What follows belongs to an exercise in optimizing a design on an open flow for small area and few clock cycles; a production flow would make more cautious choices. Where RTL was checked, it was by simulation tests only, not by an equivalence proof against the original. Power figures rest on the tool's default switching activity, not on a simulated workload.

Design cmap_segment_group_builder, start of the top module:
module cmap_segment_group_builder (
	input  logic         clk,
	input  logic         arst_n,
	input  logic         s_tvalid,
	output logic         s_tready,
	input  logic [39:0]  s_tdata,    
	input  logic         s_tuser,    
	output logic         m_tvalid,
	input  logic         m_tready,
	output logic [151:0] m_tdata,    
	output logic [1:0]   m_tuser,    
	output logic         m_tlast
);
	localparam int SEG  = 0;
	localparam int SENT = 1;
	localparam int HDR  = 2;
	localparam int GRP  = 3;
	localparam int CNT  = 4;
	logic        iv_q;       
	logic        hist_q;     
	logic        pend_q;     
	logic        fin_q;
	logic [20:0] cp_q;
	logic [15:0] gl_q;
	logic        sx_q;       
	logic        gx_q;       
	logic [2:0]  step_q;     
	logic        seg_open_q;
	logic [15:0] seg_first_q;
	logic [15:0] seg_final_q;
	logic [15:0] seg_glyph_q;
	logic [15:0] seg_delta_q;
	logic [14:0] seg_total_q;
	logic        grp_open_q;
	logic [20:0] grp_first_q;
	logic [20:0] grp_final_q;
	logic [15:0] grp_glyph_q;
	logic [20:0] grp_total_q;
	logic [20:0] s_cp;
	logic [15:0] s_gl;
	logic [20:0] cp_inc;
	logic [15:0] gl_inc;
	logic        cp_top;
	logic        gl_top;
	logic        prev_ent;
	logic        prev_bmp;
	logic        prev_fin;
	logic        s_bmp;
	logic        g_hit;
	logic        slow;
	assign s_cp = s_tdata[20:0];
	assign s_gl = s_tdata[36:21];
	always_comb begin
		cp_top = 1'b1;
		for (int i = 0; i < 21; i++) begin
			cp_inc[i] = cp_q[i] ^ cp_top;
			cp_top    = cp_top && cp_q[i];
		end
		gl_top = 1'b1;
		for (int i = 0; i < 16; i++) begin
			gl_inc[i] = gl_q[i] ^ gl_top;
			gl_top    = gl_top && gl_q[i];
		end
	end
	assign prev_ent = hist_q && !fin_q;
	assign prev_fin = hist_q && fin_q;
	assign prev_bmp = prev_ent && (cp_q[20:16] == 5'd0);
	assign s_bmp    = (s_cp[20:16] == 5'd0);
	assign g_hit    = prev_ent && !cp_top && !gl_top && (s_cp == cp_inc) && (s_gl == gl_inc);
	assign slow     = s_bmp && !prev_bmp && !prev_fin && seg_open_q;
	logic [15:0] dl;
	logic [15:0] sf_inc;
  ...
Settings: LEC_CHECK=0, CAP_MARGIN=20, CORE_MARGIN=2, CORE_UTILIZATION=40, SLEW_MARGIN=20; clock period 6.0 ns.
standard.sh (not shown) runs the stock make flow with config.mk's settings and CLKGATE_MAP_FILE= SYNTH_SCRIPT=/design/flow/synth_recipe.tcl, a recipe that flattens the netlist after the stock synthesis.
==> flow/flow/run.sh <==
#!/bin/bash
# Standard layout, with plain buf_1 cells as the port buffers.
set -e
export BUFFER_PORTS_ARGS="-buffer_cell sky130_fd_sc_hd__buf_1"
bash standard.sh > standard.log 2>&1
The baseline reached the layout checks and failed them: negative setup slack.
Edit:
--- a/flow/design.v
+++ b/flow/design.v
@@ -68,36 +68,22 @@
 	assign s_bmp    = (s_cp[20:16] == 5'd0);
 	assign g_hit    = prev_ent && !cp_top && !gl_top && (s_cp == cp_inc) && (s_gl == gl_inc);
 	assign slow     = s_bmp && !prev_bmp && !prev_fin && seg_open_q;
 	logic [15:0] dl;
 	logic [15:0] sf_inc;
 	logic        sf_top;
 	logic        seg_hit;
-	logic [15:0] dx;
-	logic [16:0] bw;
-	logic [15:10] d0;
-	logic [15:10] d1;
-	logic         b0;
-	logic         b1;
-	assign dx = gl_q ^ cp_q[15:0];
-	always_comb begin
-		bw[0] = 1'b0;
-		for (int i = 0; i < 10; i++) begin
-			bw[i + 1] = (!gl_q[i] && cp_q[i]) || (!dx[i] && bw[i]);
-		end
-		b0 = 1'b0;
-		b1 = 1'b1;
-		for (int i = 10; i < 16; i++) begin
-			d0[i] = dx[i] ^ b0;
-			d1[i] = dx[i] ^ b1;
-			b0    = (!gl_q[i] && cp_q[i]) || (!dx[i] && b0);
-			b1    = (!gl_q[i] && cp_q[i]) || (!dx[i] && b1);
-		end
-	end
-	assign dl = {bw[10] ? d1 : d0, dx[9:0] ^ bw[9:0]};
+	logic bw;
+	always_comb begin
+		bw = 1'b0;
+		for (int i = 0; i < 16; i++) begin
+			dl[i] = gl_q[i] ^ cp_q[i] ^ bw;
+			bw    = (!gl_q[i] && cp_q[i]) || (!(gl_q[i] ^ cp_q[i]) && bw);
+		end
+	end
 	always_comb begin
 		sf_top = 1'b1;
 		for (int i = 0; i < 16; i++) begin
 			sf_inc[i] = seg_final_q[i] ^ sf_top;
 			sf_top    = sf_top && seg_final_q[i];
 		end
 	end
The changed run finished but fails on negative setup slack; final cell count shrinks by a few percent; first-iteration DRC count shrinks by roughly a tenth; wire length shrinks by a few percent; power grows by a few percent; core utilization shrinks by 0.32 points; global-route usage shrinks by 0.28 points; die area shrinks slightly; fmax shrinks slightly; register-to-register slack is worse by 0.03 ns; design area shrinks slightly; clock-buffer cell count shrinks by 4; non-clock buffer count grows by 1.
No run of this note included a check of the RTL's function; only the layout flow was run.

* * *

Setup of delta:
The RTL this note starts from:
==> flow/design.v <==
module cmap_segment_group_builder (
	input  logic         clk,
	input  logic         arst_n,
	input  logic         s_tvalid,
	output logic         s_tready,
	input  logic [39:0]  s_tdata,    
	input  logic         s_tuser,    
	output logic         m_tvalid,
	input  logic         m_tready,
	output logic [151:0] m_tdata,    
	output logic [1:0]   m_tuser,    
	output logic         m_tlast
);
	localparam int SEG  = 0;
	localparam int SENT = 1;
	localparam int HDR  = 2;
	localparam int GRP  = 3;
	localparam int CNT  = 4;
	logic        iv_q;       
	logic        pend_q;     
	logic        fin_q;      
	logic [20:0] cp_q;
	logic [15:0] gl_q;
	logic        sx_q;       
	logic        gx_q;       
	logic [2:0]  step_q;     
	logic        seg_open_q;
	logic [15:0] seg_first_q;
	logic [15:0] seg_final_q;
	logic [15:0] seg_glyph_q;
	logic [15:0] seg_delta_q;
	logic [14:0] seg_total_q;
	logic        grp_open_q;
	logic [20:0] grp_first_q;
	logic [20:0] grp_final_q;
	logic [15:0] grp_glyph_q;
	logic [20:0] grp_total_q;
	logic [20:0] s_cp;
	logic [15:0] s_gl;
	logic [20:0] cp_inc;
	logic [15:0] gl_inc;
	logic        cp_top;
	logic        gl_top;
	logic        prev_ent;
	logic        prev_bmp;
	logic        prev_fin;
	logic        s_bmp;
	logic        g_hit;
	logic        slow;
	assign s_cp = s_tdata[20:0];
	assign s_gl = s_tdata[36:21];
	always_comb begin
		cp_top = 1'b1;
		for (int i = 0; i < 21; i++) begin
			cp_inc[i] = cp_q[i] ^ cp_top;
			cp_top    = cp_top && cp_q[i];
		end
		gl_top = 1'b1;
		for (int i = 0; i < 16; i++) begin
			gl_inc[i] = gl_q[i] ^ gl_top;
			gl_top    = gl_top && gl_q[i];
		end
	end
	assign prev_ent = !fin_q;
	assign prev_fin = fin_q;
	assign prev_bmp = prev_ent && (cp_q[20:16] == 5'd0);
	assign s_bmp    = (s_cp[20:16] == 5'd0);
	assign g_hit    = prev_ent && !cp_top && !gl_top && (s_cp == cp_inc) && (s_gl == gl_inc);
	assign slow     = s_bmp && !prev_bmp && !prev_fin && seg_open_q;
	logic [15:0] dl;
	logic [15:0] sf_inc;
	logic        sf_top;
	logic        seg_hit;
	logic [16:0] bw;
	logic [15:0] bg;
	logic [15:0] bp;
	assign bg = ~gl_q & cp_q[15:0];
	assign bp = ~gl_q | cp_q[15:0];
	always_comb begin
		bw[0] = 1'b0;
		for (int i = 0; i < 8; i++) begin
			bw[i + 1] = bg[i] | (bp[i] & bw[i]);
		end
		for (int i = 8; i < 16; i += 2) begin
			bw[i + 1] = bg[i] | (bp[i] & bw[i]);
			bw[i + 2] = bg[i + 1] | (bp[i + 1] & bg[i]) | (bp[i + 1] & bp[i] & bw[i]);
		end
	end
	assign dl = gl_q ^ cp_q[15:0] ^ bw[15:0];
	always_comb begin
		sf_top = 1'b1;
		for (int i = 0; i < 16; i++) begin
			sf_inc[i] = seg_final_q[i] ^ sf_top;
			sf_top    = sf_top && seg_final_q[i];
		end
	end
	assign seg_hit = !sf_top && (gl_q != 16'd0) && (cp_q[15:0] == sf_inc) && (dl == seg_delta_q);
	logic       bmp_q;
	logic [4:0] need;
	logic [4:0] left;
	logic [4:0] after;
	logic [4:0] cur;
	assign bmp_q = (cp_q[20:16] == 5'd0);
	always_comb begin
		need = '0;
		if (fin_q) begin
			need[SEG]  = seg_open_q;
			need[SENT] = !(seg_open_q && (seg_final_q == 16'hFFFF));
			need[HDR]  = 1'b1;
			need[GRP]  = grp_open_q;
			need[CNT]  = 1'b1;
		end else begin
			need[SEG]  = seg_open_q && bmp_q && !sx_q;
			need[GRP]  = grp_open_q && !gx_q;
		end
		for (int i = 0; i < 5; i++) begin
			left[i] = need[i] && (3'(i) >= step_q);
		end
		cur   = left & (~left + 5'd1);
		after = left & ~cur;
	end
	logic ready;
	logic take;
	logic hand;
	logic apply;
	assign ready    = iv_q && !pend_q;
	assign m_tvalid = ready && (left != '0);
	assign hand     = m_tvalid && m_tready;
	assign apply    = ready && ((left == '0) || (hand && (after == '0)));
	assign s_tready = !iv_q || apply;
	assign take     = s_tvalid && s_tready;
	logic [14:0] n;
	logic [14:0] top;
	logic        above;
	logic        low_n;
	logic [3:0]  es;
	logic [15:0] sx2;
	logic [15:0] sr;
	logic [15:0] rs;
	assign n = seg_total_q;
	always_comb begin
		top   = '0;
		above = 1'b0;
		for (int i = 14; i >= 1; i--) begin
			top[i] = n[i] && !above;
			above  = above || n[i];
		end
		es = 4'd0;
		for (int i = 1; i < 15; i++) begin
			if (top[i]) begin
				es = es | 4'(i);
			end
		end
	end
	assign low_n = (n[14:1] == 14'd0);
	assign sx2   = {n, 1'b0};
	assign sr    = {top[14:1], low_n, 1'b0};
	assign rs    = low_n ? {{15{!n[0]}}, 1'b0} : {n & ~top, 1'b0};
	logic [15:0] c_seg;
	logic [15:0] c_sent;
	logic [15:0] c_hdr;
	logic [20:0] c_grp;
	logic [20:0] c_cnt;
	assign c_seg  = {16{cur[SEG]}};
	assign c_sent = {16{cur[SENT]}};
	assign c_hdr  = {16{cur[HDR]}};
	assign c_grp  = {21{cur[GRP]}};
	assign c_cnt  = {21{cur[CNT]}};
	assign m_tdata[20:0]    = {grp_first_q[20:16] & c_grp[4:0],
	                           (seg_first_q & c_seg) | (grp_first_q[15:0] & c_grp[15:0]) | c_sent};
	assign m_tdata[41:21]   = {grp_final_q[20:16] & c_grp[4:0],
	                           (seg_final_q & c_seg) | (grp_final_q[15:0] & c_grp[15:0]) | c_sent};
	assign m_tdata[57:42]   = (seg_glyph_q & c_seg) | (grp_glyph_q & c_grp[15:0]);
	assign m_tdata[73:58]   = (seg_delta_q & c_seg) | {15'd0, cur[SENT]};
	assign m_tdata[89:74]   = sx2 & c_hdr;
	assign m_tdata[105:90]  = sr & c_hdr;
	assign m_tdata[109:106] = es & c_hdr[3:0];
	assign m_tdata[125:110] = rs & c_hdr;
	assign m_tdata[146:126] = grp_total_q & c_cnt;
	assign m_tdata[151:147] = 5'd0;
	assign m_tuser[0]       = cur[GRP] || cur[CNT];
	assign m_tuser[1]       = cur[HDR] || cur[CNT];
	assign m_tlast          = (after == '0);
	logic clear;
	assign clear = fin_q && (apply || !iv_q);
	always_ff @(posedge clk or negedge arst_n) begin
		if (!arst_n) begin
			iv_q  <= 1'b0;
			fin_q <= 1'b1;
		end else begin
			if (take) begin
				iv_q  <= 1'b1;
				fin_q <= s_tuser;
			end else if (apply) begin
				iv_q <= 1'b0;
			end
		end
	end
	always_ff @(posedge clk) begin
		pend_q <= take && slow && !s_tuser;
	end
	always_ff @(posedge clk) begin
		if (apply || !iv_q) begin
			step_q <= '0;
		end else if (hand) begin
			step_q <= (cur[SEG] ? 3'd1 : 3'd0) | (cur[SENT] ? 3'd2 : 3'd0)
				| (cur[HDR] ? 3'd3 : 3'd0) | (cur[GRP] ? 3'd4 : 3'd0);
		end
		if (clear) begin
			seg_open_q  <= 1'b0;
			seg_total_q <= '0;
			grp_open_q  <= 1'b0;
			grp_total_q <= '0;
		end else begin
			if (hand && (cur[SEG] || cur[SENT])) begin
				seg_total_q <= seg_total_q + 15'd1;
			end
			if (hand && cur[GRP]) begin
				grp_total_q <= grp_total_q + 21'd1;
			end
			if (apply) begin
				if (bmp_q) begin
					seg_open_q <= 1'b1;
				end
				grp_open_q <= 1'b1;
			end
		end
	end
	always_ff @(posedge clk) begin
		if (take) begin
			cp_q  <= s_cp;
			gl_q  <= s_gl;
			sx_q  <= prev_bmp && g_hit;
			gx_q  <= g_hit;
		end else if (pend_q) begin
			sx_q  <= seg_hit;
		end
		if (apply && !fin_q) begin
			if (bmp_q) begin
				seg_final_q <= cp_q[15:0];
				if (!sx_q) begin
					seg_first_q <= cp_q[15:0];
					seg_glyph_q <= gl_q;
					seg_delta_q <= dl;
				end
			end
			grp_final_q <= cp_q;
			if (!gx_q) begin
				grp_first_q <= cp_q;
				grp_glyph_q <= gl_q;
			end
		end
	end
endmodule
Settings: LEC_CHECK=0, CAP_MARGIN=20, CORE_MARGIN=2, CORE_UTILIZATION=65, PLACE_DENSITY=0.75, SLEW_MARGIN=20; clock period 6.0 ns.
==> flow/flow/run.sh <==
#!/bin/bash
# Standard layout (the standard.sh, standard synthesis unchanged), with
# plain buf_1 cells as the port buffers and a clock tree without dummy loads.
set -e
export BUFFER_PORTS_ARGS="-buffer_cell sky130_fd_sc_hd__buf_1"
export CTS_ARGS="-sink_clustering_enable -repair_clock_nets -dont_use_dummy_load -buf_list sky130_fd_sc_hd__clkbuf_4 -sink_clustering_size 10 -sink_clustering_max_diameter 30"
bash standard.sh > standard.log 2>&1
What gamma does differently from delta at the input level:
--- a/flow/design.v
+++ b/flow/design.v
@@ -77,12 +77,9 @@
 	assign bg = ~gl_q & cp_q[15:0];
 	assign bp = ~gl_q | cp_q[15:0];
 	always_comb begin
 		bw[0] = 1'b0;
-		for (int i = 0; i < 8; i++) begin
-			bw[i + 1] = bg[i] | (bp[i] & bw[i]);
-		end
-		for (int i = 8; i < 16; i += 2) begin
+		for (int i = 0; i < 16; i += 2) begin
 			bw[i + 1] = bg[i] | (bp[i] & bw[i]);
 			bw[i + 2] = bg[i + 1] | (bp[i + 1] & bg[i]) | (bp[i + 1] & bp[i] & bw[i]);
 		end
 	end
Findings:
gamma | stages: all done | timing, DRC, antenna: all pass. gamma vs delta — clock power rose about 2%. Relative to delta, the placed instance count measured on gamma has increased slightly. Share of total power in the clock network delta for gamma relative to delta: 0.7 points higher. Aggregate routed wire length: higher on delta. Area after synthesis (higher): gamma.
Testbench counts of gamma, summed over its fixed seeds: cycles 18,293.
Only the layout flow was run in delta; the RTL was not checked for function there.

## static timing again, ports no longer ideal
The results above use ideal ports. As a check the final layouts listed here were re-extracted and re-timed, cells and wires unchanged.
Step 1, drivers: a clkbuf_16 drives clk and a buf_2 each remaining input, both assumed.
Step 2 moves the port delays by t, midway between the first and last clock arrival at a register: inputs arrive t later, outputs are due t later. That takes back most of the time a late clock gives input paths.
a / b / c = ideal / step 1 / step 2; a / b = the first two.
run | t, ns | slack for setup (ns) | worst setup path after step 2 | latest minus earliest clock arrival (ns) | slew at the worst register clock pin (ns)
the first run of note 1 | 0.572 | -0.566 / -0.566 / -0.566 | register to register | 0.034 / 0.034 | 0.06 / 0.06
the second run of note 1 | 0.571 | -0.600 / -0.600 / -0.600 | register to register | 0.019 / 0.019 | 0.06 / 0.06
delta | 0.618 | 0.266 / 0.266 / 0.266 | register to register | 0.079 / 0.080 | 0.10 / 0.10
gamma | 0.649 | 0.384 / 0.384 / 0.384 | register to register | 0.097 / 0.097 | 0.09 / 0.09
